This design comes from an exercise in tuning for small area and a short achievable clock period on the open sky130 flow, not from production work.
Only simulation tests tie the RTL to the original design; equivalence was not proved.
Power and IR drop assume default switching activity.

<file path="design/flow/flow/run.sh">
#!/bin/bash
# Layout flow: the standard ORFS flow, with the port buffers that the
# placement step inserts made from sky130_fd_sc_hd__buf_1, which the timing
# repair may then resize, instead of the delay-cell buffer the resizer picks.
set -euo pipefail
bash standard.sh "BUFFER_PORTS_ARGS=-buffer_cell sky130_fd_sc_hd__buf_1" finish > orfs_make.log 2>&1
</file>
<file path="design/flow/standard.sh">
#!/bin/bash
# synth_recipe.tcl (not shown) runs the flow's synth.tcl, then flattens the netlist and writes it again
# the make line also repeats each setting of config.mk as NAME=value (left out here)
make -C /OpenROAD-flow-scripts/flow DESIGN_CONFIG=/design/flow/config.mk WORK_HOME=/design/flow/orfs CLKGATE_MAP_FILE= SYNTH_SCRIPT=/design/flow/synth_recipe.tcl "${@:-finish}"
</file>
<file path="design/flow/config.mk">
export PLATFORM = sky130hd
export DESIGN_NAME = coproc_top
export DESIGN_NICKNAME = coproc_top
export VERILOG_FILES = /design/flow/design.v
export SDC_FILE = /design/flow/constraint.sdc
export NUM_CORES = 4
export LEC_CHECK = 0
export CAP_MARGIN = 20
export CORE_MARGIN = 2
export CORE_UTILIZATION = 55
export CTS_CLUSTER_DIAMETER = 100
export CTS_CLUSTER_SIZE = 24
export SETUP_SLACK_MARGIN = 3.7
export SLEW_MARGIN = 20
export SYNTH_HIERARCHICAL = 1
</file>
<file path="design/flow/constraint.sdc">
create_clock -name core_clock -period 6.8 [get_ports {CLOCK_50}]
set_input_delay 1.3600 -clock core_clock [delete_from_list [all_inputs] [get_ports {CLOCK_50}]]
set_output_delay 1.3600 -clock core_clock [all_outputs]
set_load 0.01 [all_outputs]
</file>
<file path="design/flow/design.v">
package coproc_pkg;
  parameter int operand_w   = 16;    
  parameter int word_w      = 32;    
  parameter int mult_stages = 3;     
  parameter int cold_pulse_ext  = 6;
  parameter int warm_pulse_ext  = 2;
  parameter int debug_pulse_ext = 32;
  parameter int uptime_w = 32;    
  parameter int led_w    = 10;    
  typedef enum logic {
    pulse_idle   = 1'b0,
    pulse_active = 1'b1    
  } pulse_state_t;
endpackage
import coproc_pkg::*;
module pulse_timer #(
  parameter int pulse_ext = cold_pulse_ext    
) (
  input  logic CLOCK_50,
  input  logic hps_fpga_reset_n,
  input  logic run,        
  output logic expired     
);
  localparam int cnt_w = (pulse_ext > 1) ? $clog2(pulse_ext) : 1;
  localparam logic [cnt_w-1:0] last_val = cnt_w'(pulse_ext - 1);
  logic [cnt_w-1:0] cnt_q;
  always_ff @(posedge CLOCK_50 or negedge hps_fpga_reset_n) begin
    if (!hps_fpga_reset_n) begin
      cnt_q <= '0;
    end else if (run) begin
      if (expired) begin
        cnt_q <= '0;                    
      end else begin
        cnt_q <= cnt_q + 1'b1;
      end
    end
  end
  assign expired = (cnt_q == last_val);
endmodule
import coproc_pkg::*;
module reset_req_fsm #(
  parameter int pulse_ext = cold_pulse_ext    
) (
  input  logic CLOCK_50,
  input  logic hps_fpga_reset_n,
  input  logic req,       
  output logic pulse      
);
  logic         req_q;       
  logic         req_prev;    
  logic         rise;
  logic         expired;     
  coproc_pkg::pulse_state_t state_q;
  coproc_pkg::pulse_state_t state_d;
  always_ff @(posedge CLOCK_50 or negedge hps_fpga_reset_n) begin
    if (!hps_fpga_reset_n) begin
      req_q    <= 1'b0;
      req_prev <= 1'b0;
    end else begin
      req_q    <= req;        
      req_prev <= req_q;
    end
  end
  assign rise = req_q && !req_prev;    
  always_comb begin
    state_d = state_q;
    case (state_q)
      pulse_idle: begin
        if (rise) state_d = pulse_active;
      end
      pulse_active: begin
        if (expired) state_d = pulse_idle;
      end
      default: state_d = pulse_idle;
    endcase
  end
  always_ff @(posedge CLOCK_50 or negedge hps_fpga_reset_n) begin
    if (!hps_fpga_reset_n) begin
      state_q <= pulse_idle;
    end else begin
      state_q <= state_d;
    end
  end
  assign pulse = (state_q == pulse_active);
  pulse_timer #(
    .pulse_ext (pulse_ext)
  ) timer_inst (
    .CLOCK_50         (CLOCK_50),
    .hps_fpga_reset_n (hps_fpga_reset_n),
    .run              (pulse),
    .expired          (expired)
  );
endmodule
import coproc_pkg::*;
module mult_pipe #(
  parameter int stages = mult_stages    
) (
  input  logic              CLOCK_50,
  input  logic              hps_fpga_reset_n,
  input  logic [word_w-1:0] in_readdata,
  input  logic              in_waitrequest,
  output logic              in_read,
  output logic [word_w-1:0] out_writedata,
  output logic              out_write,
  input  logic              out_waitrequest
);
  logic              stall;
  logic [2:0]        vld_q;           
  logic [15:0]       op_b;            
  logic [16:0]       b_ext;           
  logic [15:0]       a_q;
  logic [7:0]        one_q, two_q, neg_q;
  logic              one8_q;
  logic [7:0]        one_d, two_d, neg_d;
  logic [76:0]       s1_d, s1_q;
  logic [27:0]       x2, y2, sum2;
  logic [word_w-1:0] p_d, p_q;
  assign stall   = out_waitrequest;
  assign in_read = !in_waitrequest && !stall;
  always_ff @(posedge CLOCK_50 or negedge hps_fpga_reset_n) begin
    if (!hps_fpga_reset_n) begin
      vld_q <= '0;
    end else if (!stall) begin
      vld_q <= {vld_q[1:0], in_read};
    end
  end
  assign op_b  = in_readdata[word_w-1:operand_w];
  assign b_ext = {op_b, 1'b0};
  always_comb begin
    for (int i = 0; i < 8; i++) begin
      one_d[i] = b_ext[2*i+1] ^ b_ext[2*i];
      two_d[i] = (b_ext[2*i+2] & !b_ext[2*i+1] & !b_ext[2*i]) |
                 (!b_ext[2*i+2] & b_ext[2*i+1] & b_ext[2*i]);
      neg_d[i] = b_ext[2*i+2];
    end
  end
  logic pp1;
  logic pp2;
  logic pp3;
  logic pp4;
  logic pp5;
  logic pp6;
  logic pp7;
  logic pp8;
  logic pp9;
  logic pp10;
  logic pp11;
  logic pp12;
  logic pp13;
  logic pp14;
  logic pp15;
  logic pp16;
  logic pp17;
  logic ns18;
  logic pp19;
  logic pp20;
  logic pp21;
  logic pp22;
  logic pp23;
  logic pp24;
  logic pp25;
  logic pp26;
  logic pp27;
  logic pp28;
  logic pp29;
  logic pp30;
  logic pp31;
  logic pp32;
  logic pp33;
  logic pp34;
  logic pp35;
  logic ns36;
  logic pp37;
  logic pp38;
  logic pp39;
  logic pp40;
  logic pp41;
  logic pp42;
  logic pp43;
  logic pp44;
  logic pp45;
  logic pp46;
  logic pp47;
  logic pp48;
  logic pp49;
  logic pp50;
  logic pp51;
  logic pp52;
  logic pp53;
  logic ns54;
  logic pp55;
  logic pp56;
  logic pp57;
  logic pp58;
  logic pp59;
  logic pp60;
  logic pp61;
  logic pp62;
  logic pp63;
  logic pp64;
  logic pp65;
  logic pp66;
  logic pp67;
  logic pp68;
  logic pp69;
  logic pp70;
  logic pp71;
  logic ns72;
  logic pp73;
  logic pp74;
  logic pp75;
  logic pp76;
  logic pp77;
  logic pp78;
  logic pp79;
  logic pp80;
  logic pp81;
  logic pp82;
  logic pp83;
  logic pp84;
  logic pp85;
  logic pp86;
  logic pp87;
  logic pp88;
  logic pp89;
  logic ns90;
  logic pp91;
  logic pp92;
  logic pp93;
  logic pp94;
  logic pp95;
  logic pp96;
  logic pp97;
  logic pp98;
  logic pp99;
  logic pp100;
  logic pp101;
  logic pp102;
  logic pp103;
  logic pp104;
  logic pp105;
  logic pp106;
  logic pp107;
  logic ns108;
  logic pp109;
  logic pp110;
  logic pp111;
  logic pp112;
  logic pp113;
  logic pp114;
  logic pp115;
  logic pp116;
  logic pp117;
  logic pp118;
  logic pp119;
  logic pp120;
  logic pp121;
  logic pp122;
  logic pp123;
  logic pp124;
  logic pp125;
  logic ns126;
  logic pp127;
  logic pp128;
  logic pp129;
  logic pp130;
  logic pp131;
  logic pp132;
  logic pp133;
  logic pp134;
  logic pp135;
  logic pp136;
  logic pp137;
  logic pp138;
  logic pp139;
  logic pp140;
  logic pp141;
  logic pp142;
  logic pp143;
  logic ns144;
  logic pp145;
  logic pp146;
  logic pp147;
  logic pp148;
  logic pp149;
  logic pp150;
  logic pp151;
  logic pp152;
  logic pp153;
  logic pp154;
  logic pp155;
  logic pp156;
  logic pp157;
  logic pp158;
  logic pp159;
  logic pp160;
  logic s161;
  logic c162;
  logic s163;
  logic c164;
  logic s165;
  logic c166;
  logic s167;
  logic c168;
  logic s169;
  logic c170;
  logic s171;
  logic c172;
  logic s173;
  logic c174;
  logic s175;
  logic c176;
  logic s177;
  logic c178;
  logic s179;
  logic c180;
  logic s181;
  logic c182;
  logic s183;
  logic c184;
  logic s185;
  logic c186;
  logic s187;
  logic c188;
  logic s189;
  logic c190;
  logic s191;
  logic c192;
  logic s193;
  logic c194;
  logic s195;
  logic c196;
  logic s197;
  logic c198;
  logic s199;
  logic c200;
  logic s201;
  logic c202;
  logic s203;
  logic c204;
  logic s205;
  logic c206;
  logic s207;
  logic c208;
  logic s209;
  logic c210;
  logic s211;
  logic c212;
  logic s213;
  logic c214;
  logic s215;
  logic c216;
  logic s217;
  logic c218;
  logic s219;
  logic c220;
  logic s221;
  logic c222;
  logic s223;
  logic c224;
  logic s225;
  logic c226;
  logic s227;
  logic c228;
  logic s229;
  logic c230;
  logic s231;
  logic c232;
  logic s233;
  logic c234;
  logic s235;
  logic c236;
  logic s237;
  logic c238;
  logic s239;
  logic c240;
  logic s241;
  logic c242;
  logic s243;
  logic c244;
  logic s245;
  logic c246;
  logic s247;
  logic c248;
  logic s249;
  logic c250;
  logic s251;
  logic c252;
  logic s253;
  logic c254;
  logic s255;
  logic c256;
  logic s257;
  logic c258;
  logic s259;
  logic c260;
  logic s261;
  logic c262;
  logic s263;
  logic c264;
  logic s265;
  logic c266;
  logic s267;
  logic c268;
  logic s269;
  logic c270;
  logic s271;
  logic c272;
  logic s273;
  logic c274;
  logic s275;
  logic c276;
  logic s277;
  logic c278;
  logic s279;
  logic c280;
  logic s281;
  logic c282;
  logic s283;
  logic c284;
  logic s285;
  logic c286;
  logic s287;
  logic c288;
  logic s289;
  logic c290;
  logic s291;
  logic c292;
  logic s293;
  logic c294;
  logic s295;
  logic c296;
  logic s297;
  logic c298;
  logic s299;
  logic c300;
  logic s301;
  logic c302;
  logic s303;
  logic c304;
  logic s305;
  logic c306;
  logic s307;
  logic c308;
  logic s309;
  logic c310;
  logic s311;
  logic c312;
  logic s313;
  logic c314;
  logic s315;
  logic c316;
  logic s317;
  logic c318;
  logic s319;
  logic c320;
  logic s321;
  logic c322;
  logic s323;
  logic c324;
  logic s325;
  logic c326;
  logic s327;
  logic c328;
  logic s329;
  logic c330;
  logic s331;
  logic c332;
  logic s333;
  logic c334;
  logic s335;
  logic c336;
  logic s337;
  logic c338;
  logic s339;
  logic c340;
  logic s341;
  logic c342;
  logic s343;
  logic c344;
  logic s345;
  logic c346;
  logic s347;
  logic c348;
  logic s349;
  logic c350;
  logic s351;
  logic c352;
  logic s353;
  logic c354;
  logic s355;
  logic c356;
  logic s357;
  logic c358;
  logic s359;
  logic c360;
  logic s361;
  logic c362;
  logic s363;
  logic c364;
  logic s365;
  logic c366;
  logic s367;
  logic c368;
  logic s369;
  logic c370;
  logic s371;
  logic c372;
  logic s373;
  logic c374;
  logic s375;
  logic c376;
  logic s377;
  logic c378;
  logic s379;
  logic c380;
  logic s381;
  logic c382;
  logic s383;
  logic c384;
  logic s385;
  logic c386;
  logic s387;
  logic c388;
  logic s389;
  logic c390;
  logic s391;
  logic c392;
  logic s393;
  logic c394;
  logic s395;
  logic c396;
  logic s397;
  logic c398;
  logic s399;
  logic c400;
  logic s401;
  logic c402;
  logic s403;
  logic c404;
  logic s405;
  logic c406;
  logic s409;
  logic c410;
  logic s411;
  logic c412;
  logic s413;
  logic c414;
  logic s415;
  logic c416;
  logic s417;
  logic c418;
  logic s419;
  logic c420;
  logic s421;
  logic c422;
  logic s423;
  logic c424;
  logic s425;
  logic c426;
  logic s427;
  logic c428;
  logic s429;
  logic c430;
  logic s431;
  logic c432;
  logic s433;
  logic c434;
  logic s435;
  logic c436;
  logic s437;
  logic c438;
  logic s439;
  logic c440;
  logic s441;
  logic c442;
  logic s443;
  logic c444;
  logic s445;
  logic c446;
  logic s447;
  logic c448;
  logic s449;
  logic c450;
  assign pp1 = ((one_q[0] & a_q[0])) ^ neg_q[0];
  assign pp2 = ((one_q[0] & a_q[1]) | (two_q[0] & a_q[0])) ^ neg_q[0];
  assign pp3 = ((one_q[0] & a_q[2]) | (two_q[0] & a_q[1])) ^ neg_q[0];
  assign pp4 = ((one_q[0] & a_q[3]) | (two_q[0] & a_q[2])) ^ neg_q[0];
  assign pp5 = ((one_q[0] & a_q[4]) | (two_q[0] & a_q[3])) ^ neg_q[0];
  assign pp6 = ((one_q[0] & a_q[5]) | (two_q[0] & a_q[4])) ^ neg_q[0];
  assign pp7 = ((one_q[0] & a_q[6]) | (two_q[0] & a_q[5])) ^ neg_q[0];
  assign pp8 = ((one_q[0] & a_q[7]) | (two_q[0] & a_q[6])) ^ neg_q[0];
  assign pp9 = ((one_q[0] & a_q[8]) | (two_q[0] & a_q[7])) ^ neg_q[0];
  assign pp10 = ((one_q[0] & a_q[9]) | (two_q[0] & a_q[8])) ^ neg_q[0];
  assign pp11 = ((one_q[0] & a_q[10]) | (two_q[0] & a_q[9])) ^ neg_q[0];
  assign pp12 = ((one_q[0] & a_q[11]) | (two_q[0] & a_q[10])) ^ neg_q[0];
  assign pp13 = ((one_q[0] & a_q[12]) | (two_q[0] & a_q[11])) ^ neg_q[0];
  assign pp14 = ((one_q[0] & a_q[13]) | (two_q[0] & a_q[12])) ^ neg_q[0];
  assign pp15 = ((one_q[0] & a_q[14]) | (two_q[0] & a_q[13])) ^ neg_q[0];
  assign pp16 = ((one_q[0] & a_q[15]) | (two_q[0] & a_q[14])) ^ neg_q[0];
  assign pp17 = ((two_q[0] & a_q[15])) ^ neg_q[0];
  assign ns18 = ~neg_q[0];
  assign pp19 = ((one_q[1] & a_q[0])) ^ neg_q[1];
  assign pp20 = ((one_q[1] & a_q[1]) | (two_q[1] & a_q[0])) ^ neg_q[1];
  assign pp21 = ((one_q[1] & a_q[2]) | (two_q[1] & a_q[1])) ^ neg_q[1];
  assign pp22 = ((one_q[1] & a_q[3]) | (two_q[1] & a_q[2])) ^ neg_q[1];
  assign pp23 = ((one_q[1] & a_q[4]) | (two_q[1] & a_q[3])) ^ neg_q[1];
  assign pp24 = ((one_q[1] & a_q[5]) | (two_q[1] & a_q[4])) ^ neg_q[1];
  assign pp25 = ((one_q[1] & a_q[6]) | (two_q[1] & a_q[5])) ^ neg_q[1];
  assign pp26 = ((one_q[1] & a_q[7]) | (two_q[1] & a_q[6])) ^ neg_q[1];
  assign pp27 = ((one_q[1] & a_q[8]) | (two_q[1] & a_q[7])) ^ neg_q[1];
  assign pp28 = ((one_q[1] & a_q[9]) | (two_q[1] & a_q[8])) ^ neg_q[1];
  assign pp29 = ((one_q[1] & a_q[10]) | (two_q[1] & a_q[9])) ^ neg_q[1];
  assign pp30 = ((one_q[1] & a_q[11]) | (two_q[1] & a_q[10])) ^ neg_q[1];
  assign pp31 = ((one_q[1] & a_q[12]) | (two_q[1] & a_q[11])) ^ neg_q[1];
  assign pp32 = ((one_q[1] & a_q[13]) | (two_q[1] & a_q[12])) ^ neg_q[1];
  assign pp33 = ((one_q[1] & a_q[14]) | (two_q[1] & a_q[13])) ^ neg_q[1];
  assign pp34 = ((one_q[1] & a_q[15]) | (two_q[1] & a_q[14])) ^ neg_q[1];
  assign pp35 = ((two_q[1] & a_q[15])) ^ neg_q[1];
  assign ns36 = ~neg_q[1];
  assign pp37 = ((one_q[2] & a_q[0])) ^ neg_q[2];
  assign pp38 = ((one_q[2] & a_q[1]) | (two_q[2] & a_q[0])) ^ neg_q[2];
  assign pp39 = ((one_q[2] & a_q[2]) | (two_q[2] & a_q[1])) ^ neg_q[2];
  assign pp40 = ((one_q[2] & a_q[3]) | (two_q[2] & a_q[2])) ^ neg_q[2];
  assign pp41 = ((one_q[2] & a_q[4]) | (two_q[2] & a_q[3])) ^ neg_q[2];
  assign pp42 = ((one_q[2] & a_q[5]) | (two_q[2] & a_q[4])) ^ neg_q[2];
  assign pp43 = ((one_q[2] & a_q[6]) | (two_q[2] & a_q[5])) ^ neg_q[2];
  assign pp44 = ((one_q[2] & a_q[7]) | (two_q[2] & a_q[6])) ^ neg_q[2];
  assign pp45 = ((one_q[2] & a_q[8]) | (two_q[2] & a_q[7])) ^ neg_q[2];
  assign pp46 = ((one_q[2] & a_q[9]) | (two_q[2] & a_q[8])) ^ neg_q[2];
  assign pp47 = ((one_q[2] & a_q[10]) | (two_q[2] & a_q[9])) ^ neg_q[2];
  assign pp48 = ((one_q[2] & a_q[11]) | (two_q[2] & a_q[10])) ^ neg_q[2];
  assign pp49 = ((one_q[2] & a_q[12]) | (two_q[2] & a_q[11])) ^ neg_q[2];
  assign pp50 = ((one_q[2] & a_q[13]) | (two_q[2] & a_q[12])) ^ neg_q[2];
  assign pp51 = ((one_q[2] & a_q[14]) | (two_q[2] & a_q[13])) ^ neg_q[2];
  assign pp52 = ((one_q[2] & a_q[15]) | (two_q[2] & a_q[14])) ^ neg_q[2];
  assign pp53 = ((two_q[2] & a_q[15])) ^ neg_q[2];
  assign ns54 = ~neg_q[2];
  assign pp55 = ((one_q[3] & a_q[0])) ^ neg_q[3];
  assign pp56 = ((one_q[3] & a_q[1]) | (two_q[3] & a_q[0])) ^ neg_q[3];
  assign pp57 = ((one_q[3] & a_q[2]) | (two_q[3] & a_q[1])) ^ neg_q[3];
  assign pp58 = ((one_q[3] & a_q[3]) | (two_q[3] & a_q[2])) ^ neg_q[3];
  assign pp59 = ((one_q[3] & a_q[4]) | (two_q[3] & a_q[3])) ^ neg_q[3];
  assign pp60 = ((one_q[3] & a_q[5]) | (two_q[3] & a_q[4])) ^ neg_q[3];
  assign pp61 = ((one_q[3] & a_q[6]) | (two_q[3] & a_q[5])) ^ neg_q[3];
  assign pp62 = ((one_q[3] & a_q[7]) | (two_q[3] & a_q[6])) ^ neg_q[3];
  assign pp63 = ((one_q[3] & a_q[8]) | (two_q[3] & a_q[7])) ^ neg_q[3];
  assign pp64 = ((one_q[3] & a_q[9]) | (two_q[3] & a_q[8])) ^ neg_q[3];
  assign pp65 = ((one_q[3] & a_q[10]) | (two_q[3] & a_q[9])) ^ neg_q[3];
  assign pp66 = ((one_q[3] & a_q[11]) | (two_q[3] & a_q[10])) ^ neg_q[3];
  assign pp67 = ((one_q[3] & a_q[12]) | (two_q[3] & a_q[11])) ^ neg_q[3];
  assign pp68 = ((one_q[3] & a_q[13]) | (two_q[3] & a_q[12])) ^ neg_q[3];
  assign pp69 = ((one_q[3] & a_q[14]) | (two_q[3] & a_q[13])) ^ neg_q[3];
  assign pp70 = ((one_q[3] & a_q[15]) | (two_q[3] & a_q[14])) ^ neg_q[3];
  assign pp71 = ((two_q[3] & a_q[15])) ^ neg_q[3];
  assign ns72 = ~neg_q[3];
  assign pp73 = ((one_q[4] & a_q[0])) ^ neg_q[4];
  assign pp74 = ((one_q[4] & a_q[1]) | (two_q[4] & a_q[0])) ^ neg_q[4];
  assign pp75 = ((one_q[4] & a_q[2]) | (two_q[4] & a_q[1])) ^ neg_q[4];
  assign pp76 = ((one_q[4] & a_q[3]) | (two_q[4] & a_q[2])) ^ neg_q[4];
  assign pp77 = ((one_q[4] & a_q[4]) | (two_q[4] & a_q[3])) ^ neg_q[4];
  assign pp78 = ((one_q[4] & a_q[5]) | (two_q[4] & a_q[4])) ^ neg_q[4];
  assign pp79 = ((one_q[4] & a_q[6]) | (two_q[4] & a_q[5])) ^ neg_q[4];
  assign pp80 = ((one_q[4] & a_q[7]) | (two_q[4] & a_q[6])) ^ neg_q[4];
  assign pp81 = ((one_q[4] & a_q[8]) | (two_q[4] & a_q[7])) ^ neg_q[4];
  assign pp82 = ((one_q[4] & a_q[9]) | (two_q[4] & a_q[8])) ^ neg_q[4];
  assign pp83 = ((one_q[4] & a_q[10]) | (two_q[4] & a_q[9])) ^ neg_q[4];
  assign pp84 = ((one_q[4] & a_q[11]) | (two_q[4] & a_q[10])) ^ neg_q[4];
  assign pp85 = ((one_q[4] & a_q[12]) | (two_q[4] & a_q[11])) ^ neg_q[4];
  assign pp86 = ((one_q[4] & a_q[13]) | (two_q[4] & a_q[12])) ^ neg_q[4];
  assign pp87 = ((one_q[4] & a_q[14]) | (two_q[4] & a_q[13])) ^ neg_q[4];
  assign pp88 = ((one_q[4] & a_q[15]) | (two_q[4] & a_q[14])) ^ neg_q[4];
  assign pp89 = ((two_q[4] & a_q[15])) ^ neg_q[4];
  assign ns90 = ~neg_q[4];
  assign pp91 = ((one_q[5] & a_q[0])) ^ neg_q[5];
  assign pp92 = ((one_q[5] & a_q[1]) | (two_q[5] & a_q[0])) ^ neg_q[5];
  assign pp93 = ((one_q[5] & a_q[2]) | (two_q[5] & a_q[1])) ^ neg_q[5];
  assign pp94 = ((one_q[5] & a_q[3]) | (two_q[5] & a_q[2])) ^ neg_q[5];
  assign pp95 = ((one_q[5] & a_q[4]) | (two_q[5] & a_q[3])) ^ neg_q[5];
  assign pp96 = ((one_q[5] & a_q[5]) | (two_q[5] & a_q[4])) ^ neg_q[5];
  assign pp97 = ((one_q[5] & a_q[6]) | (two_q[5] & a_q[5])) ^ neg_q[5];
  assign pp98 = ((one_q[5] & a_q[7]) | (two_q[5] & a_q[6])) ^ neg_q[5];
  assign pp99 = ((one_q[5] & a_q[8]) | (two_q[5] & a_q[7])) ^ neg_q[5];
  assign pp100 = ((one_q[5] & a_q[9]) | (two_q[5] & a_q[8])) ^ neg_q[5];
  assign pp101 = ((one_q[5] & a_q[10]) | (two_q[5] & a_q[9])) ^ neg_q[5];
  assign pp102 = ((one_q[5] & a_q[11]) | (two_q[5] & a_q[10])) ^ neg_q[5];
  assign pp103 = ((one_q[5] & a_q[12]) | (two_q[5] & a_q[11])) ^ neg_q[5];
  assign pp104 = ((one_q[5] & a_q[13]) | (two_q[5] & a_q[12])) ^ neg_q[5];
  assign pp105 = ((one_q[5] & a_q[14]) | (two_q[5] & a_q[13])) ^ neg_q[5];
  assign pp106 = ((one_q[5] & a_q[15]) | (two_q[5] & a_q[14])) ^ neg_q[5];
  assign pp107 = ((two_q[5] & a_q[15])) ^ neg_q[5];
  assign ns108 = ~neg_q[5];
  assign pp109 = ((one_q[6] & a_q[0])) ^ neg_q[6];
  assign pp110 = ((one_q[6] & a_q[1]) | (two_q[6] & a_q[0])) ^ neg_q[6];
  assign pp111 = ((one_q[6] & a_q[2]) | (two_q[6] & a_q[1])) ^ neg_q[6];
  assign pp112 = ((one_q[6] & a_q[3]) | (two_q[6] & a_q[2])) ^ neg_q[6];
  assign pp113 = ((one_q[6] & a_q[4]) | (two_q[6] & a_q[3])) ^ neg_q[6];
  assign pp114 = ((one_q[6] & a_q[5]) | (two_q[6] & a_q[4])) ^ neg_q[6];
  assign pp115 = ((one_q[6] & a_q[6]) | (two_q[6] & a_q[5])) ^ neg_q[6];
  assign pp116 = ((one_q[6] & a_q[7]) | (two_q[6] & a_q[6])) ^ neg_q[6];
  assign pp117 = ((one_q[6] & a_q[8]) | (two_q[6] & a_q[7])) ^ neg_q[6];
  assign pp118 = ((one_q[6] & a_q[9]) | (two_q[6] & a_q[8])) ^ neg_q[6];
  assign pp119 = ((one_q[6] & a_q[10]) | (two_q[6] & a_q[9])) ^ neg_q[6];
  assign pp120 = ((one_q[6] & a_q[11]) | (two_q[6] & a_q[10])) ^ neg_q[6];
  assign pp121 = ((one_q[6] & a_q[12]) | (two_q[6] & a_q[11])) ^ neg_q[6];
  assign pp122 = ((one_q[6] & a_q[13]) | (two_q[6] & a_q[12])) ^ neg_q[6];
  assign pp123 = ((one_q[6] & a_q[14]) | (two_q[6] & a_q[13])) ^ neg_q[6];
  assign pp124 = ((one_q[6] & a_q[15]) | (two_q[6] & a_q[14])) ^ neg_q[6];
  assign pp125 = ((two_q[6] & a_q[15])) ^ neg_q[6];
  assign ns126 = ~neg_q[6];
  assign pp127 = ((one_q[7] & a_q[0])) ^ neg_q[7];
  assign pp128 = ((one_q[7] & a_q[1]) | (two_q[7] & a_q[0])) ^ neg_q[7];
  assign pp129 = ((one_q[7] & a_q[2]) | (two_q[7] & a_q[1])) ^ neg_q[7];
  assign pp130 = ((one_q[7] & a_q[3]) | (two_q[7] & a_q[2])) ^ neg_q[7];
  assign pp131 = ((one_q[7] & a_q[4]) | (two_q[7] & a_q[3])) ^ neg_q[7];
  assign pp132 = ((one_q[7] & a_q[5]) | (two_q[7] & a_q[4])) ^ neg_q[7];
  assign pp133 = ((one_q[7] & a_q[6]) | (two_q[7] & a_q[5])) ^ neg_q[7];
  assign pp134 = ((one_q[7] & a_q[7]) | (two_q[7] & a_q[6])) ^ neg_q[7];
  assign pp135 = ((one_q[7] & a_q[8]) | (two_q[7] & a_q[7])) ^ neg_q[7];
  assign pp136 = ((one_q[7] & a_q[9]) | (two_q[7] & a_q[8])) ^ neg_q[7];
  assign pp137 = ((one_q[7] & a_q[10]) | (two_q[7] & a_q[9])) ^ neg_q[7];
  assign pp138 = ((one_q[7] & a_q[11]) | (two_q[7] & a_q[10])) ^ neg_q[7];
  assign pp139 = ((one_q[7] & a_q[12]) | (two_q[7] & a_q[11])) ^ neg_q[7];
  assign pp140 = ((one_q[7] & a_q[13]) | (two_q[7] & a_q[12])) ^ neg_q[7];
  assign pp141 = ((one_q[7] & a_q[14]) | (two_q[7] & a_q[13])) ^ neg_q[7];
  assign pp142 = ((one_q[7] & a_q[15]) | (two_q[7] & a_q[14])) ^ neg_q[7];
  assign pp143 = ((two_q[7] & a_q[15])) ^ neg_q[7];
  assign ns144 = ~neg_q[7];
  assign pp145 = one8_q & a_q[0];
  assign pp146 = one8_q & a_q[1];
  assign pp147 = one8_q & a_q[2];
  assign pp148 = one8_q & a_q[3];
  assign pp149 = one8_q & a_q[4];
  assign pp150 = one8_q & a_q[5];
  assign pp151 = one8_q & a_q[6];
  assign pp152 = one8_q & a_q[7];
  assign pp153 = one8_q & a_q[8];
  assign pp154 = one8_q & a_q[9];
  assign pp155 = one8_q & a_q[10];
  assign pp156 = one8_q & a_q[11];
  assign pp157 = one8_q & a_q[12];
  assign pp158 = one8_q & a_q[13];
  assign pp159 = one8_q & a_q[14];
  assign pp160 = one8_q & a_q[15];
  assign s161 = ~ns18;
  assign c162 = ns18;
  assign s163 = ~pp147;
  assign c164 = pp147;
  mult_ha u_s165 (.a(neg_q[5]), .b(pp11), .s(s165), .co(c166));
  mult_ha u_s167 (.a(pp12), .b(pp28), .s(s167), .co(c168));
  mult_fa u_s169 (.a(neg_q[6]), .b(pp13), .c(pp29), .s(s169), .co(c170));
  mult_ha u_s171 (.a(pp45), .b(pp61), .s(s171), .co(c172));
  mult_fa u_s173 (.a(pp14), .b(pp30), .c(pp46), .s(s173), .co(c174));
  mult_ha u_s175 (.a(pp62), .b(pp78), .s(s175), .co(c176));
  mult_fa u_s177 (.a(neg_q[7]), .b(pp15), .c(pp31), .s(s177), .co(c178));
  mult_fa u_s179 (.a(pp47), .b(pp63), .c(pp79), .s(s179), .co(c180));
  mult_ha u_s181 (.a(pp95), .b(pp111), .s(s181), .co(c182));
  mult_fa u_s183 (.a(pp16), .b(pp32), .c(pp48), .s(s183), .co(c184));
  mult_fa u_s185 (.a(pp64), .b(pp80), .c(pp96), .s(s185), .co(c186));
  mult_ha u_s187 (.a(pp112), .b(pp128), .s(s187), .co(c188));
  mult_fa u_s189 (.a(pp145), .b(pp17), .c(pp33), .s(s189), .co(c190));
  mult_fa u_s191 (.a(pp49), .b(pp65), .c(pp81), .s(s191), .co(c192));
  mult_fa u_s193 (.a(pp97), .b(pp113), .c(pp129), .s(s193), .co(c194));
  mult_fa u_s195 (.a(pp146), .b(s161), .c(pp34), .s(s195), .co(c196));
  mult_fa u_s197 (.a(pp50), .b(pp66), .c(pp82), .s(s197), .co(c198));
  mult_fa u_s199 (.a(pp98), .b(pp114), .c(pp130), .s(s199), .co(c200));
  mult_fa u_s201 (.a(c162), .b(s163), .c(pp35), .s(s201), .co(c202));
  mult_fa u_s203 (.a(pp51), .b(pp67), .c(pp83), .s(s203), .co(c204));
  mult_fa u_s205 (.a(pp99), .b(pp115), .c(pp131), .s(s205), .co(c206));
  mult_fa u_s207 (.a(ns36), .b(pp148), .c(c164), .s(s207), .co(c208));
  mult_fa u_s209 (.a(pp52), .b(pp68), .c(pp84), .s(s209), .co(c210));
  mult_fa u_s211 (.a(pp100), .b(pp116), .c(pp132), .s(s211), .co(c212));
  assign s213 = ~(pp149 ^ pp53);
  assign c214 = pp149 | pp53;
  mult_fa u_s215 (.a(pp69), .b(pp85), .c(pp101), .s(s215), .co(c216));
  mult_ha u_s217 (.a(pp117), .b(pp133), .s(s217), .co(c218));
  mult_fa u_s219 (.a(ns54), .b(pp150), .c(pp70), .s(s219), .co(c220));
  mult_fa u_s221 (.a(pp86), .b(pp102), .c(pp118), .s(s221), .co(c222));
  assign s223 = ~(pp151 ^ pp71);
  assign c224 = pp151 | pp71;
  mult_ha u_s225 (.a(pp87), .b(pp103), .s(s225), .co(c226));
  mult_fa u_s227 (.a(ns72), .b(pp152), .c(pp88), .s(s227), .co(c228));
  assign s229 = ~pp153;
  assign c230 = pp153;
  mult_ha u_s231 (.a(neg_q[3]), .b(pp7), .s(s231), .co(c232));
  mult_ha u_s233 (.a(pp8), .b(pp24), .s(s233), .co(c234));
  mult_fa u_s235 (.a(neg_q[4]), .b(pp9), .c(pp25), .s(s235), .co(c236));
  mult_ha u_s237 (.a(pp41), .b(pp57), .s(s237), .co(c238));
  mult_fa u_s239 (.a(pp10), .b(pp26), .c(pp42), .s(s239), .co(c240));
  mult_ha u_s241 (.a(pp58), .b(pp74), .s(s241), .co(c242));
  mult_fa u_s243 (.a(pp27), .b(pp43), .c(pp59), .s(s243), .co(c244));
  mult_fa u_s245 (.a(pp75), .b(pp91), .c(s165), .s(s245), .co(c246));
  mult_fa u_s247 (.a(pp44), .b(pp60), .c(pp76), .s(s247), .co(c248));
  mult_fa u_s249 (.a(pp92), .b(c166), .c(s167), .s(s249), .co(c250));
  mult_fa u_s251 (.a(pp77), .b(pp93), .c(pp109), .s(s251), .co(c252));
  mult_fa u_s253 (.a(c168), .b(s171), .c(s169), .s(s253), .co(c254));
  mult_fa u_s255 (.a(pp94), .b(pp110), .c(c172), .s(s255), .co(c256));
  mult_fa u_s257 (.a(s175), .b(c170), .c(s173), .s(s257), .co(c258));
  mult_fa u_s259 (.a(pp127), .b(c176), .c(s181), .s(s259), .co(c260));
  mult_fa u_s261 (.a(c174), .b(s177), .c(s179), .s(s261), .co(c262));
  mult_fa u_s263 (.a(c182), .b(s187), .c(c178), .s(s263), .co(c264));
  mult_fa u_s265 (.a(c180), .b(s183), .c(s185), .s(s265), .co(c266));
  mult_fa u_s267 (.a(c188), .b(c184), .c(c186), .s(s267), .co(c268));
  mult_fa u_s269 (.a(s189), .b(s191), .c(s193), .s(s269), .co(c270));
  mult_fa u_s271 (.a(c190), .b(c192), .c(c194), .s(s271), .co(c272));
  mult_fa u_s273 (.a(s195), .b(s197), .c(s199), .s(s273), .co(c274));
  mult_fa u_s275 (.a(c196), .b(c198), .c(c200), .s(s275), .co(c276));
  mult_fa u_s277 (.a(s201), .b(s203), .c(s205), .s(s277), .co(c278));
  mult_fa u_s279 (.a(s207), .b(c202), .c(c204), .s(s279), .co(c280));
  mult_fa u_s281 (.a(c206), .b(s209), .c(s211), .s(s281), .co(c282));
  mult_fa u_s283 (.a(c208), .b(s217), .c(c210), .s(s283), .co(c284));
  mult_fa u_s285 (.a(c212), .b(s213), .c(s215), .s(s285), .co(c286));
  mult_fa u_s287 (.a(pp134), .b(c218), .c(c214), .s(s287), .co(c288));
  mult_fa u_s289 (.a(c216), .b(s219), .c(s221), .s(s289), .co(c290));
  mult_fa u_s291 (.a(pp119), .b(pp135), .c(s225), .s(s291), .co(c292));
  mult_fa u_s293 (.a(c220), .b(c222), .c(s223), .s(s293), .co(c294));
  mult_fa u_s295 (.a(pp104), .b(pp120), .c(pp136), .s(s295), .co(c296));
  mult_fa u_s297 (.a(c226), .b(c224), .c(s227), .s(s297), .co(c298));
  mult_fa u_s299 (.a(s229), .b(pp89), .c(pp105), .s(s299), .co(c300));
  mult_fa u_s301 (.a(pp121), .b(pp137), .c(c228), .s(s301), .co(c302));
  mult_fa u_s303 (.a(ns90), .b(pp154), .c(c230), .s(s303), .co(c304));
  mult_fa u_s305 (.a(pp106), .b(pp122), .c(pp138), .s(s305), .co(c306));
  assign s307 = ~(pp155 ^ pp107);
  assign c308 = pp155 | pp107;
  mult_ha u_s309 (.a(pp123), .b(pp139), .s(s309), .co(c310));
  mult_fa u_s311 (.a(ns108), .b(pp156), .c(pp124), .s(s311), .co(c312));
  assign s313 = ~pp157;
  assign c314 = pp157;
  mult_ha u_s315 (.a(neg_q[2]), .b(pp5), .s(s315), .co(c316));
  mult_ha u_s317 (.a(pp6), .b(pp22), .s(s317), .co(c318));
  mult_fa u_s319 (.a(pp23), .b(pp39), .c(pp55), .s(s319), .co(c320));
  mult_fa u_s321 (.a(pp40), .b(pp56), .c(c232), .s(s321), .co(c322));
  mult_fa u_s323 (.a(pp73), .b(c234), .c(s237), .s(s323), .co(c324));
  mult_fa u_s325 (.a(c238), .b(s241), .c(c236), .s(s325), .co(c326));
  mult_fa u_s327 (.a(c242), .b(c240), .c(s243), .s(s327), .co(c328));
  mult_fa u_s329 (.a(c244), .b(s247), .c(c246), .s(s329), .co(c330));
  mult_fa u_s331 (.a(c248), .b(s251), .c(c250), .s(s331), .co(c332));
  mult_fa u_s333 (.a(c252), .b(s255), .c(c254), .s(s333), .co(c334));
  mult_fa u_s335 (.a(c256), .b(s259), .c(c258), .s(s335), .co(c336));
  mult_fa u_s337 (.a(c260), .b(c262), .c(s263), .s(s337), .co(c338));
  mult_fa u_s339 (.a(c264), .b(c266), .c(s267), .s(s339), .co(c340));
  mult_fa u_s341 (.a(c268), .b(c270), .c(s271), .s(s341), .co(c342));
  mult_fa u_s343 (.a(c272), .b(c274), .c(s275), .s(s343), .co(c344));
  mult_fa u_s345 (.a(c276), .b(c278), .c(s279), .s(s345), .co(c346));
  mult_fa u_s347 (.a(c280), .b(c282), .c(s283), .s(s347), .co(c348));
  mult_fa u_s349 (.a(c284), .b(c286), .c(s287), .s(s349), .co(c350));
  mult_fa u_s351 (.a(s291), .b(c288), .c(c290), .s(s351), .co(c352));
  mult_fa u_s353 (.a(s295), .b(c292), .c(c294), .s(s353), .co(c354));
  mult_fa u_s355 (.a(c296), .b(s299), .c(c298), .s(s355), .co(c356));
  mult_fa u_s357 (.a(s303), .b(c300), .c(s305), .s(s357), .co(c358));
  mult_fa u_s359 (.a(c304), .b(s309), .c(c306), .s(s359), .co(c360));
  mult_fa u_s361 (.a(pp140), .b(c310), .c(c308), .s(s361), .co(c362));
  mult_fa u_s363 (.a(s313), .b(pp125), .c(pp141), .s(s363), .co(c364));
  mult_fa u_s365 (.a(ns126), .b(pp158), .c(c314), .s(s365), .co(c366));
  assign s367 = ~pp159;
  assign c368 = pp159;
  mult_ha u_s369 (.a(neg_q[1]), .b(pp3), .s(s369), .co(c370));
  mult_ha u_s371 (.a(pp4), .b(pp20), .s(s371), .co(c372));
  mult_fa u_s373 (.a(pp21), .b(pp37), .c(s315), .s(s373), .co(c374));
  mult_fa u_s375 (.a(pp38), .b(c316), .c(s317), .s(s375), .co(c376));
  mult_fa u_s377 (.a(c318), .b(s231), .c(s319), .s(s377), .co(c378));
  mult_fa u_s379 (.a(s233), .b(c320), .c(s321), .s(s379), .co(c380));
  mult_fa u_s381 (.a(s235), .b(c322), .c(s323), .s(s381), .co(c382));
  mult_fa u_s383 (.a(s239), .b(c324), .c(s325), .s(s383), .co(c384));
  mult_fa u_s385 (.a(s245), .b(c326), .c(s327), .s(s385), .co(c386));
  mult_ha u_s387 (.a(s307), .b(c358), .s(s387), .co(c388));
  mult_fa u_s389 (.a(s311), .b(c360), .c(s361), .s(s389), .co(c390));
  mult_fa u_s391 (.a(c312), .b(s363), .c(c362), .s(s391), .co(c392));
  mult_fa u_s393 (.a(pp142), .b(s365), .c(c364), .s(s393), .co(c394));
  mult_fa u_s395 (.a(s367), .b(c366), .c(pp143), .s(s395), .co(c396));
  mult_fa u_s397 (.a(ns144), .b(pp160), .c(c368), .s(s397), .co(c398));
  mult_ha u_s399 (.a(neg_q[0]), .b(pp1), .s(s399), .co(c400));
  mult_ha u_s401 (.a(pp2), .b(c400), .s(s401), .co(c402));
  mult_fa u_s403 (.a(pp19), .b(s369), .c(c402), .s(s403), .co(c404));
  mult_fa u_s405 (.a(c370), .b(s371), .c(c404), .s(s405), .co(c406));
  assign s1_d = {c406, s397, c396, s395, c394, s393, c392, s391, c390, s389, c388, s359, s387, c356, s357, c302, s355, c354, s301, s353, c352, s297, s351, c350, s293, s349, c348, s289, s347, c346, s285, s345, c344, s281, s343, c342, s277, s341, c340, s273, s339, c338, s269, s337, c336, s265, s335, c334, s261, s333, c332, s257, s331, c330, s253, s329, c328, s249, c386, s385, c384, s383, c382, s381, c380, s379, c378, s377, c376, s375, c374, s373, c372, s405, s403, s401, s399};
  mult_fa u_s409 (.a(s1_q[18]), .b(s1_q[19]), .c(s1_q[20]), .s(s409), .co(c410));
  mult_fa u_s411 (.a(s1_q[22]), .b(s1_q[23]), .c(s1_q[24]), .s(s411), .co(c412));
  mult_fa u_s413 (.a(s1_q[25]), .b(s1_q[26]), .c(s1_q[27]), .s(s413), .co(c414));
  mult_fa u_s415 (.a(s1_q[28]), .b(s1_q[29]), .c(s1_q[30]), .s(s415), .co(c416));
  mult_fa u_s417 (.a(s1_q[31]), .b(s1_q[32]), .c(s1_q[33]), .s(s417), .co(c418));
  mult_fa u_s419 (.a(s1_q[34]), .b(s1_q[35]), .c(s1_q[36]), .s(s419), .co(c420));
  mult_fa u_s421 (.a(s1_q[37]), .b(s1_q[38]), .c(s1_q[39]), .s(s421), .co(c422));
  mult_fa u_s423 (.a(s1_q[40]), .b(s1_q[41]), .c(s1_q[42]), .s(s423), .co(c424));
  mult_fa u_s425 (.a(s1_q[43]), .b(s1_q[44]), .c(s1_q[45]), .s(s425), .co(c426));
  mult_fa u_s427 (.a(s1_q[46]), .b(s1_q[47]), .c(s1_q[48]), .s(s427), .co(c428));
  mult_fa u_s429 (.a(s1_q[49]), .b(s1_q[50]), .c(s1_q[51]), .s(s429), .co(c430));
  mult_fa u_s431 (.a(s1_q[52]), .b(s1_q[53]), .c(s1_q[54]), .s(s431), .co(c432));
  mult_fa u_s433 (.a(s1_q[55]), .b(s1_q[56]), .c(s1_q[57]), .s(s433), .co(c434));
  mult_fa u_s435 (.a(s1_q[58]), .b(s1_q[59]), .c(s1_q[60]), .s(s435), .co(c436));
  mult_fa u_s437 (.a(s1_q[61]), .b(s1_q[62]), .c(s1_q[63]), .s(s437), .co(c438));
  mult_ha u_s439 (.a(s1_q[64]), .b(s1_q[65]), .s(s439), .co(c440));
  mult_ha u_s441 (.a(s1_q[66]), .b(s1_q[67]), .s(s441), .co(c442));
  mult_ha u_s443 (.a(s1_q[68]), .b(s1_q[69]), .s(s443), .co(c444));
  mult_ha u_s445 (.a(s1_q[70]), .b(s1_q[71]), .s(s445), .co(c446));
  mult_ha u_s447 (.a(s1_q[72]), .b(s1_q[73]), .s(s447), .co(c448));
  mult_ha u_s449 (.a(s1_q[74]), .b(s1_q[75]), .s(s449), .co(c450));
  assign x2  = {s449, s447, s445, s443, s441, s439, s437, s435, s433, s431, s429, s427, s425, s423, s421, s419, s417, s415, s413, s411, s409, s1_q[16], s1_q[14], s1_q[12], s1_q[10], s1_q[8], s1_q[6], s1_q[4]};
  assign y2  = {c448, c446, c444, c442, c440, c438, c436, c434, c432, c430, c428, c426, c424, c422, c420, c418, c416, c414, c412, c410, s1_q[21], s1_q[17], s1_q[15], s1_q[13], s1_q[11], s1_q[9], s1_q[7], s1_q[5]};
  logic [27:0] g0, p0, cy;
  assign g0 = x2 & y2;
  assign p0 = x2 ^ y2;
  logic bg1;
  assign bg1 = g0[0] | (p0[0] & s1_q[76]);
  logic bg2;
  assign bg2 = g0[2] | (p0[2] & g0[1]);
  logic bp2;
  assign bp2 = p0[2] & p0[1];
  logic bg3;
  assign bg3 = g0[4] | (p0[4] & g0[3]);
  logic bp3;
  assign bp3 = p0[4] & p0[3];
  logic bg4;
  assign bg4 = g0[6] | (p0[6] & g0[5]);
  logic bp4;
  assign bp4 = p0[6] & p0[5];
  logic bg5;
  assign bg5 = g0[8] | (p0[8] & g0[7]);
  logic bp5;
  assign bp5 = p0[8] & p0[7];
  logic bg6;
  assign bg6 = g0[10] | (p0[10] & g0[9]);
  logic bp6;
  assign bp6 = p0[10] & p0[9];
  logic bg7;
  assign bg7 = g0[12] | (p0[12] & g0[11]);
  logic bp7;
  assign bp7 = p0[12] & p0[11];
  logic bg8;
  assign bg8 = g0[14] | (p0[14] & g0[13]);
  logic bp8;
  assign bp8 = p0[14] & p0[13];
  logic bg9;
  assign bg9 = g0[16] | (p0[16] & g0[15]);
  logic bp9;
  assign bp9 = p0[16] & p0[15];
  logic bg10;
  assign bg10 = g0[18] | (p0[18] & g0[17]);
  logic bp10;
  assign bp10 = p0[18] & p0[17];
  logic bg11;
  assign bg11 = g0[20] | (p0[20] & g0[19]);
  logic bp11;
  assign bp11 = p0[20] & p0[19];
  logic bg12;
  assign bg12 = g0[22] | (p0[22] & g0[21]);
  logic bp12;
  assign bp12 = p0[22] & p0[21];
  logic bg13;
  assign bg13 = g0[24] | (p0[24] & g0[23]);
  logic bp13;
  assign bp13 = p0[24] & p0[23];
  logic bg14;
  assign bg14 = g0[26] | (p0[26] & g0[25]);
  logic bp14;
  assign bp14 = p0[26] & p0[25];
  logic bg15;
  assign bg15 = g0[1] | (p0[1] & bg1);
  logic bg16;
  assign bg16 = bg2 | (bp2 & bg1);
  logic bg17;
  assign bg17 = g0[5] | (p0[5] & bg3);
  logic bp17;
  assign bp17 = p0[5] & bp3;
  logic bg18;
  assign bg18 = bg4 | (bp4 & bg3);
  logic bp18;
  assign bp18 = bp4 & bp3;
  logic bg19;
  assign bg19 = g0[9] | (p0[9] & bg5);
  logic bp19;
  assign bp19 = p0[9] & bp5;
  logic bg20;
  assign bg20 = bg6 | (bp6 & bg5);
  logic bp20;
  assign bp20 = bp6 & bp5;
  logic bg21;
  assign bg21 = g0[13] | (p0[13] & bg7);
  logic bp21;
  assign bp21 = p0[13] & bp7;
  logic bg22;
  assign bg22 = bg8 | (bp8 & bg7);
  logic bp22;
  assign bp22 = bp8 & bp7;
  logic bg23;
  assign bg23 = g0[17] | (p0[17] & bg9);
  logic bp23;
  assign bp23 = p0[17] & bp9;
  logic bg24;
  assign bg24 = bg10 | (bp10 & bg9);
  logic bp24;
  assign bp24 = bp10 & bp9;
  logic bg25;
  assign bg25 = g0[21] | (p0[21] & bg11);
  logic bp25;
  assign bp25 = p0[21] & bp11;
  logic bg26;
  assign bg26 = bg12 | (bp12 & bg11);
  logic bp26;
  assign bp26 = bp12 & bp11;
  logic bg27;
  assign bg27 = g0[25] | (p0[25] & bg13);
  logic bp27;
  assign bp27 = p0[25] & bp13;
  logic bg28;
  assign bg28 = bg14 | (bp14 & bg13);
  logic bp28;
  assign bp28 = bp14 & bp13;
  logic bg29;
  assign bg29 = g0[3] | (p0[3] & bg16);
  logic bg30;
  assign bg30 = bg3 | (bp3 & bg16);
  logic bg31;
  assign bg31 = bg17 | (bp17 & bg16);
  logic bg32;
  assign bg32 = bg18 | (bp18 & bg16);
  logic bg33;
  assign bg33 = g0[11] | (p0[11] & bg20);
  logic bp33;
  assign bp33 = p0[11] & bp20;
  logic bg34;
  assign bg34 = bg7 | (bp7 & bg20);
  logic bp34;
  assign bp34 = bp7 & bp20;
  logic bg35;
  assign bg35 = bg21 | (bp21 & bg20);
  logic bp35;
  assign bp35 = bp21 & bp20;
  logic bg36;
  assign bg36 = bg22 | (bp22 & bg20);
  logic bp36;
  assign bp36 = bp22 & bp20;
  logic bg37;
  assign bg37 = g0[19] | (p0[19] & bg24);
  logic bp37;
  assign bp37 = p0[19] & bp24;
  logic bg38;
  assign bg38 = bg11 | (bp11 & bg24);
  logic bp38;
  assign bp38 = bp11 & bp24;
  logic bg39;
  assign bg39 = bg25 | (bp25 & bg24);
  logic bp39;
  assign bp39 = bp25 & bp24;
  logic bg40;
  assign bg40 = bg26 | (bp26 & bg24);
  logic bp40;
  assign bp40 = bp26 & bp24;
  logic bg41;
  assign bg41 = g0[27] | (p0[27] & bg28);
  logic bp41;
  assign bp41 = p0[27] & bp28;
  logic bg42;
  assign bg42 = g0[7] | (p0[7] & bg32);
  logic bg43;
  assign bg43 = bg5 | (bp5 & bg32);
  logic bg44;
  assign bg44 = bg19 | (bp19 & bg32);
  logic bg45;
  assign bg45 = bg20 | (bp20 & bg32);
  logic bg46;
  assign bg46 = bg33 | (bp33 & bg32);
  logic bg47;
  assign bg47 = bg34 | (bp34 & bg32);
  logic bg48;
  assign bg48 = bg35 | (bp35 & bg32);
  logic bg49;
  assign bg49 = bg36 | (bp36 & bg32);
  logic bg50;
  assign bg50 = g0[23] | (p0[23] & bg40);
  logic bp50;
  assign bp50 = p0[23] & bp40;
  logic bg51;
  assign bg51 = bg13 | (bp13 & bg40);
  logic bp51;
  assign bp51 = bp13 & bp40;
  logic bg52;
  assign bg52 = bg27 | (bp27 & bg40);
  logic bp52;
  assign bp52 = bp27 & bp40;
  logic bg53;
  assign bg53 = bg28 | (bp28 & bg40);
  logic bp53;
  assign bp53 = bp28 & bp40;
  logic bg54;
  assign bg54 = bg41 | (bp41 & bg40);
  logic bp54;
  assign bp54 = bp41 & bp40;
  logic bg55;
  assign bg55 = g0[15] | (p0[15] & bg49);
  logic bg56;
  assign bg56 = bg9 | (bp9 & bg49);
  logic bg57;
  assign bg57 = bg23 | (bp23 & bg49);
  logic bg58;
  assign bg58 = bg24 | (bp24 & bg49);
  logic bg59;
  assign bg59 = bg37 | (bp37 & bg49);
  logic bg60;
  assign bg60 = bg38 | (bp38 & bg49);
  logic bg61;
  assign bg61 = bg39 | (bp39 & bg49);
  logic bg62;
  assign bg62 = bg40 | (bp40 & bg49);
  logic bg63;
  assign bg63 = bg50 | (bp50 & bg49);
  logic bg64;
  assign bg64 = bg51 | (bp51 & bg49);
  logic bg65;
  assign bg65 = bg52 | (bp52 & bg49);
  logic bg66;
  assign bg66 = bg53 | (bp53 & bg49);
  logic bg67;
  assign bg67 = bg54 | (bp54 & bg49);
  assign cy = {bg66, bg65, bg64, bg63, bg62, bg61, bg60, bg59, bg58, bg57, bg56, bg55, bg49, bg48, bg47, bg46, bg45, bg44, bg43, bg42, bg32, bg31, bg30, bg29, bg16, bg15, bg1, s1_q[76]};
  assign sum2 = p0 ^ cy;
  assign p_d = {sum2, {s1_q[3], s1_q[2], s1_q[1], s1_q[0]}};
  always_ff @(posedge CLOCK_50) begin
    if (!stall) begin
      a_q    <= in_readdata[operand_w-1:0];
      one_q  <= one_d;
      two_q  <= two_d;
      neg_q  <= neg_d;
      one8_q <= op_b[15];
      s1_q   <= s1_d;
      p_q    <= p_d;
    end
  end
  assign out_write     = vld_q[2];
  assign out_writedata = p_q;
endmodule
module mult_fa (
  input  logic a,
  input  logic b,
  input  logic c,
  output logic s,
  output logic co
);
  assign s  = a ^ b ^ c;
  assign co = (a & b) | (c & (a ^ b));
endmodule
module mult_ha (
  input  logic a,
  input  logic b,
  output logic s,
  output logic co
);
  assign s  = a ^ b;
  assign co = a & b;
endmodule
import coproc_pkg::*;
module coproc_top (
  input  logic                CLOCK_50,
  input  logic                hps_fpga_reset_n,
  input  logic [word_w-1:0]   in_readdata,
  input  logic                in_waitrequest,
  output logic                in_read,
  output logic [word_w-1:0]   out_writedata,
  output logic                out_write,
  input  logic                out_waitrequest,
  input  logic [2:0]          reset_req,
  output logic                cold_reset,
  output logic                warm_reset,
  output logic                debug_reset,
  output logic [uptime_w-1:0] status_count,
  output logic [led_w-1:0]    ledr
);
  logic [uptime_w-1:0] uptime_q;    
  mult_pipe #(
    .stages (mult_stages)
  ) mult_inst (
    .CLOCK_50         (CLOCK_50),
    .hps_fpga_reset_n (hps_fpga_reset_n),
    .in_readdata      (in_readdata),
    .in_waitrequest   (in_waitrequest),
    .in_read          (in_read),
    .out_writedata    (out_writedata),
    .out_write        (out_write),
    .out_waitrequest  (out_waitrequest)
  );
  reset_req_fsm #(
    .pulse_ext (cold_pulse_ext)
  ) cold_req_inst (
    .CLOCK_50         (CLOCK_50),
    .hps_fpga_reset_n (hps_fpga_reset_n),
    .req              (reset_req[0]),
    .pulse            (cold_reset)
  );
  reset_req_fsm #(
    .pulse_ext (warm_pulse_ext)
  ) warm_req_inst (
    .CLOCK_50         (CLOCK_50),
    .hps_fpga_reset_n (hps_fpga_reset_n),
    .req              (reset_req[1]),
    .pulse            (warm_reset)
  );
  reset_req_fsm #(
    .pulse_ext (debug_pulse_ext)
  ) debug_req_inst (
    .CLOCK_50         (CLOCK_50),
    .hps_fpga_reset_n (hps_fpga_reset_n),
    .req              (reset_req[2]),
    .pulse            (debug_reset)
  );
  localparam int grp_w = 8;
  localparam int n_grp = uptime_w / grp_w;
  logic [uptime_w-1:0] uptime_d;
  logic [n_grp-1:0]    grp_cin;
  logic [grp_w:0]      carry [n_grp];    
  assign grp_cin[0] = 1'b1;
  for (genvar g = 1; g < n_grp; g++) begin : g_cin
    assign grp_cin[g] = grp_cin[g-1] & (&uptime_q[g*grp_w-1 -: grp_w]);
  end
  for (genvar g = 0; g < n_grp; g++) begin : g_grp
    for (genvar i = 0; i < grp_w; i++) begin : g_bit
      if (g == 0 && i == 0) begin : g_lsb
        assign uptime_d[0]  = !uptime_q[0];
        assign carry[0][1]  = uptime_q[0];
      end else begin : g_ha
        uptime_ha ha_inst (
          .a  (uptime_q[g*grp_w+i]),
          .b  ((i == 0) ? grp_cin[g] : carry[g][i]),
          .s  (uptime_d[g*grp_w+i]),
          .co (carry[g][i+1])
        );
      end
    end
  end
  always_ff @(posedge CLOCK_50 or negedge hps_fpga_reset_n) begin
    if (!hps_fpga_reset_n) begin
      uptime_q <= '0;
    end else begin
      uptime_q <= uptime_d;    
    end
  end
  assign status_count = uptime_q;                        
  assign ledr         = uptime_q[uptime_w-1 -: led_w];   
endmodule
module uptime_ha (
  input  logic a,
  input  logic b,
  output logic s,
  output logic co
);
  assign s  = a ^ b;
  assign co = a & b;
endmodule
</file>
==> results of run 1 <==
## Yosys stat by module (local to each module, per instance), a selection
module | area, um2 | flip-flops and latches | times used | cells
mult_ha | 12.5 | 0 | 26 | 1
coproc_top | 963 | 32 | 1 | 54
uptime_ha | 12.5 | 0 | 31 | 1
mult_fa | 20.0 | 0 | 110 | 1
## power by group through the flow
| stage | sequential (mW) | combinational, mW | clock [mW] |
|---|---|---|---|
| after floorplan | 2.22 | 2.53 | 0 |
| after global placement | 2.30 | 3.26 | 0 |
| after detailed placement | 2.31 | 3.32 | 0 |
| after CTS | 2.29 | 3.49 | 0.801 |
| after global routing | 2.31 | 4.24 | 0.840 |
| final | 2.26 | 3.74 | 0.768 |
## routing by layer
metal / part of all wire / GRT usage
met1: 0.48 / 0.320
met2: 0.45 / 0.332
met3: 0.059 / 0.0359
met4: 0.014 / 0.0413
met5: 0 / 0
## Yosys cell counts (4+ instances only)
master	n
nor2_1	12
nand4_1	5
nor3_1	11
mux2_2	4
edfxtp_1	149
nand2_1	32
and3_1	4
nand2b_1	14
inv_1	40
a21oi_1	15
xor2_1	15
mux2i_1	5
dfrtp_1	53
xnor2_1	146
buf_4	11
o21ai_0	12
ha_1	88
fa_1	115
nand3b_1	8
clkbuf_1	79
and2_1	14
a22oi_1	120
a21o_1	4
## registers in the layout, indices dropped and copies added, names as in the netlist, 5 cells and up
signal	count
mult_inst.one_q	8
mult_inst.p_q	32
uptime_q	32
mult_inst.two_q	8
mult_inst.s1_q	77
mult_inst.a_q	16
mult_inst.neg_q	7
debug_req_inst.timer_inst.cnt_q	5
## worst max path at each step
stage / cells past startpoint / start / end / slack [ns]
floorplan: 1 / out_waitrequest / mult_inst.a_q[0] / 2.90
global placement: 8 / mult_inst.s1_q[28] / mult_inst.p_q[26] / 3.48
detailed placement: 8 / mult_inst.s1_q[28] / mult_inst.p_q[26] / 3.45
CTS: 4 / mult_inst.neg_q[1] / mult_inst.s1_q[42] / 3.70
global route: 8 / mult_inst.s1_q[48] / mult_inst.p_q[31] / 3.61
finish: 8 / mult_inst.s1_q[48] / mult_inst.p_q[31] / 3.73
## final cells by class
class / count / area [um2] / area share
multi-input cells: 679 / 7080 / 0.482
flip-flops and latches: 202 / 5800 / 0.395
repair buffers: 160 / 890 / 0.0605
well taps: 319 / 399 / 0.0271
clock buffers: 18 / 344 / 0.0234
inverters: 40 / 154 / 0.0105
clock inverters: 2 / 33.8 / 0.00230
## what timing repair did
action                     in CTS  in global routing
resized for setup               9                 18
setup endpoints to repair      12                 26
buffers inserted                5                 31
pin swaps                       5                 15
## critical path, delay by kind of cell, from the launching register on
| family | cells | cell delay [ns] |
|---|---|---|
| AO/OA/AOI/OAI | 5 | 1.53 |
| XOR/XNOR | 1 | 0.08 |
| adder cells (fa/ha/maj) | 2 | 0.82 |
| flip-flops | 1 | 0.40 |
## cells by family (layout without fill, tap and decap cells)
family / after synthesis / count (layout) / share of synthesized area
adder cells (fa/ha/maj): 203 / 203 / 0.256
AND/OR/NAND/NOR: 122 / 122 / 0.0511
multiplexers: 11 / 11 / 0.00941
flip-flops: 202 / 202 / 0.436
buffers and inverters: 133 / 220 / 0.0407
AO/OA/AOI/OAI: 182 / 182 / 0.100
XOR/XNOR: 161 / 161 / 0.106
## stage by stage
step                cell area, um2  std cells  power (mW)
floorplan                    13300       1014        4.75
global placement             13800       1363        5.57
detailed placement           13800       1363        5.64
CTS                          14300       1388        6.58
global route                 14700       1420        7.39
finish                       14700       1420        6.76
==> flow_summary.yaml, run 1 <==
sta:
  setup_ws_ns: 3.73
  setup-tns-final_ns: 0
  fin_crit_ns: 3.07
  holdWs_ns: 0.384
  finalSetupViolations: 0
  fmax_mhz: 325
  period_share: 0.452
  worst_pin_slew_ns: 0.805
  rsz0062_at_grt: "yes"
  relSlewSlack: 0.463
  maxSlewViolCount: 0
  clock_skew_ns: 0.0171
  hold_viol: 0
floorplan:
  core_um2: 23600
  num_rows: 56
  dieArea_um2: 25400
  start_util: 0.563
  fp.dieH_um: 159
  die_width_um: 159
  ios: 118
cts:
  cts_hold_buf: 0
  clock_sinks: 202
  htreeDepth: 1
  clk_latency_ns: 0.48
  cts_buffers: 12
  clock_path_buffers: 3
  cts_tree: "yes"
  clk_pin_slew_worst_paths_ns: 0.09
  cts_root_buffer: "clkbuf_16"
min_path:
  hp-class: "reg -> reg"
  min_path_cells: 0
  holdPathEnd: "debug_req_inst.req_prev"
  hold_start: "debug_req_inst.req_q"
synthesis:
  yosysSeqAreaShare: 0.436
  ys_types: 57
  ys_ff_latch: 202
  synth_top_area_cell: "edfxtp_1"
  synth.net_count: 1256
  synth_cells: 1014
  syn_area_per_cell_um2: 13.1
  synth_area_leaders: "edfxtp_1 (34%), fa_1 (17%), dfrtp_1 (10%)"
  async_flop_share: 0.262
  synthesis.yosys.warnings: 16
  synth_top_flop_cell: "edfxtp_1"
  synth.cell_area_um2: 13300
  synth_edf_count: 149
  synth_top_area_frac: 0.337
pwr:
  power_leakage_nw: 5.80
  switchingPower_mw: 2.61
  p_seq_frac: 0.334
  ir_worst_vdd_mv: 0.252
  pwr_density_cell_nw_per_um2: 460
  pwr-share-comb: 0.553
  clkPwrFrac: 0.114
  netSwitchingFraction: 0.386
  internal_power_mw: 4.15
cells_and_area:
  drive_gt1_frac: 0.0881
  final_cell_mix: "edfxtp_1 (149), xnor2_1 (146), a22oi_1 (120), fa_1 (115), buf_1 (114)"
  syn_to_final_growth_pct: 10.6
  postLayoutCoreUtil: 0.623
  antennaDiodeCount: 0
  layout_commonest_cell: "edfxtp_1"
  fin_nets: 1337
  fillCellCount: 1910
critical_path:
  crit_fanout: 5
  reg2reg_slack_ns: 3.73
  path_class: "reg -> reg"
  slowest_stage: "fa_1"
  crit_chain: "fa_1, ha_4, a21o_1, a221o_1, a221o_1, a221o_1, a31oi_1, xnor2_1"
  cp.arrival_ns: 3.30
  cp.required_ns: 7.02
  reg2reg_to: "mult_inst.p_q[31]"
  crit_path_frequent_cell: "a221o_1"
  r2r_start: "mult_inst.s1_q[48]"
  r2r_cells: 8
  cp-start-kind: "flip-flop"
  end_kind: "flip-flop"
  critPathMaxStageDelay_ns: 0.60
grt:
  antenna_found_initial: 0
  grt_usage: 0.213
  grt_max_degree: 66
  grt_pass1_wl_um: 43500
  first_global_vias: 8003
  grt_overflow_total: 0
routing:
  wirelength_um: 26600
  firstDrtPassIters: 5
  post_drt_wl_per_cell_um: 18.7
  first_iter_violations: 634
  drc: 0
  ant_nets: 0
  vias: 8036
  vias_per_cell: 5.66
placement:
  post-place-ws_ns: 3.45
  dp_hpwl_um: 18400
  place_congestion: 0.796
  port_buffers: 117
run_status:
  status: "timing/DRC/antenna clean"
run:
  drv_cap: 0
==> run 2: changes to the inputs <==
--- a/design/flow/config.mk
+++ b/design/flow/config.mk
@@ -7,7 +7,7 @@
 export LEC_CHECK = 0
 export CAP_MARGIN = 20
 export CORE_MARGIN = 2
-export CORE_UTILIZATION = 55
+export CORE_UTILIZATION = 75
 export CTS_CLUSTER_DIAMETER = 100
 export CTS_CLUSTER_SIZE = 24
 export SETUP_SLACK_MARGIN = 3.7
==> flow_summary.yaml, run 2 <==
run_status:
  status: "timing/DRC/antenna clean"
cts:
  cts_tree: "yes"
  clock_sinks: 202
  clk_pin_slew_worst_paths_ns: 0.10
  htreeDepth: 1
  cts_buffers: 12
  cts_hold_buf: 0
critical_path:
  critPathBufInv: 1
  critPathMaxStageDelay_ns: 0.57
  cp.arrival_ns: 3.34
  cp-start-kind: "flip-flop"
  path_class: "reg -> reg"
  slowest_stage: "fa_1"
  crit_fanout: 5
  crit_chain: "fa_1, ha_2, a21oi_4, o21ai_0, a211oi_2, buf_4, a21oi_2, or2_2, o311a_1"
floorplan:
  start_util: 0.769
  core_um2: 17300
  fp.dieH_um: 137
  ios: 118
  dieArea_um2: 18800
  num_rows: 48
cells_and_area:
  reg_top3: "mult_inst.s1_q x77, mult_inst.p_q x32, uptime_q x32"
  largest_reg_flops: 77
  postLayoutCoreUtil: 0.840
  antennaDiodeCount: 0
  layout_commonest_cell: "edfxtp_1"
  drive_gt1_frac: 0.0916
sta:
  setup-tns-final_ns: 0
  finalSetupViolations: 0
  clock_skew_ns: 0.0217
  period_share: 0.457
  maxSlewViolCount: 0
  relSlewSlack: 0.293
  fin_crit_ns: 3.11
  fmax_mhz: 322
  rsz0062_at_grt: "yes"
  worst_pin_slew_ns: 1.06
  hold_viol: 0
placement:
  port_buffers: 117
  place_congestion: 0.870
synthesis:
  synth_common_cells: "edfxtp_1 (149), xnor2_1 (146), a22oi_1 (120), fa_1 (115), ha_1 (88)"
  yosysMostFrequentCell: "edfxtp_1"
  syn_area_per_cell_um2: 13.1
  synth_edf_count: 149
  synth_top_area_frac: 0.337
  ys_types: 57
  synth_cells: 1014
  synth_top_area_cell: "edfxtp_1"
  ys_ff_latch: 202
  synth.net_count: 1256
pwr:
  internal_power_mw: 4.20
  ir_worst_vdd_mv: 0.320
  p_seq_frac: 0.328
  switchingPower_mw: 2.76
  pwr_density_cell_nw_per_um2: 479
  clkPwrFrac: 0.107
  power_leakage_nw: 5.79
  netSwitchingFraction: 0.396
  pwr-share-comb: 0.565
grt:
  grt_max_degree: 65
  grt_usage: 0.300
  first_global_vias: 8468
  grt_pass1_wl_um: 43100
  grt_overflow_total: 0
  antenna_found_initial: 0
run:
  drv_cap: 0
min_path:
  hp-class: "reg -> reg"
routing:
  first_iter_violations: 775
  wirelength_um: 27700
  drc: 0
  vias: 8383
==> run 2: cell counts after synthesis <==
No cell type changed its count.
==> run 2: worst paths after layout <==
kind | start | slack, ns | depth (start not counted) | endpoint
max | mult_inst.s1_q[28] | 3.69 | 9 | mult_inst.p_q[26]
min | warm_req_inst.req_q | 0.39 | 0 | warm_req_inst.req_prev
max reg2reg | mult_inst.s1_q[28] | 3.69 | 9 | mult_inst.p_q[26]
min reg2reg | warm_req_inst.req_q | 0.39 | 0 | warm_req_inst.req_prev
max in group asynchronous | hps_fpga_reset_n | 5.37 | 2 | uptime_q[13]
min in group asynchronous | hps_fpga_reset_n | 0.99 | 2 | debug_req_inst.req_prev
==> run 2: layout make-up <==
cell class / instances / area, um2
multi-input cells: 679 / 7090
flip-flops and latches: 202 / 5800
clock buffers: 17 / 340
repair buffers: 163 / 848
inverters: 40 / 154
clock inverters: 2 / 20.0
well taps: 225 / 282
fillers: 901 / 2760
==> run 2: metrics by stage <==
step | hold slack (ns) | total power, mW | cells | cell area, um2 | worst slack (ns)
floorplan | 0.355 | 4.75 | 1014 | 13300 | 2.90
global placement | 0.363 | 5.44 | 1269 | 13700 | 3.59
detailed placement | 0.366 | 5.67 | 1269 | 13700 | 3.51
CTS | 0.391 | 6.59 | 1306 | 14200 | 3.69
global route | 0.402 | 7.52 | 1328 | 14500 | 3.60
finish | 0.387 | 6.97 | 1328 | 14500 | 3.69
==> run 2: metal layers <==
layer / GRT usage / share of wire / vias to the layer above
li1: - / - / 3739
met1: 0.410 / 0.40 / 4183
met2: 0.499 / 0.50 / 403
met3: 0.0600 / 0.083 / 58
met4: 0.0773 / 0.021 / 0
met5: 0 / 0 / -
==> run 2: power by group through the flow <==
stage          Clock, mW  Combinational, mW  Sequential, mW
6_report           0.744               3.94            2.28
2_1_floorplan          0               2.53            2.22
4_1_cts            0.760               3.54            2.29
3_3_place_gp           0               3.15            2.29
5_1_grt            0.799               4.39            2.32
3_5_place_dp           0               3.35            2.32
==> run 2: kinds of logic (layout without fill, tap and decap cells) <==
logic type / count (synthesis) / after routing / synth area share
AOI/OAI and AO/OA: 182 / 182 / 0.100
xor gates and xnor gates: 161 / 161 / 0.106
adders and majority gates: 203 / 203 / 0.256
buffers and inverters: 133 / 222 / 0.0407
DFF: 202 / 202 / 0.436
muxes: 11 / 11 / 0.00941
and+or+nand+nor: 122 / 122 / 0.0511
==> run 2: repair_timing <==
item                       in CTS  in global routing
hold endpoints to repair        0                  0
setup endpoints to repair      11                 26
buffers inserted               18                 22
pin swaps                       4                 11
gates resized for setup        10                 19
==> run 2: Yosys stat by module (local to each module, per instance), a selection <==
module,copies in the design,cells inside,flops+latches,area (um2)
coproc_top,1,54,32,963
mult_fa,110,1,0,20.0
mult_ha,26,1,0,12.5
uptime_ha,31,1,0,12.5

-- what the ideal ports hide --
In the flow no input, the clock included, has a driving cell. The finished layouts below were timed again as built, in two steps. Step 1 sets driving cells, clkbuf_16 on the clock port and buf_2 on the other inputs (assumed; they add their load-dependent delay and slew). Step 2 times the ports against the registers' clock, not the clock port: input delays grow and output delays shrink by t, the midpoint of the rising clock arrivals with the driver on. a / b / c = no drivers / after step 1 / after step 2; a / b = the first two.
run | t (ns) | setup WS [ns]
run 1 | 0.520 | 3.726 / 3.715 / 3.715
run 2 | 0.513 | 3.690 / 3.677 / 3.164
After both steps setup and hold are still met in every run listed.
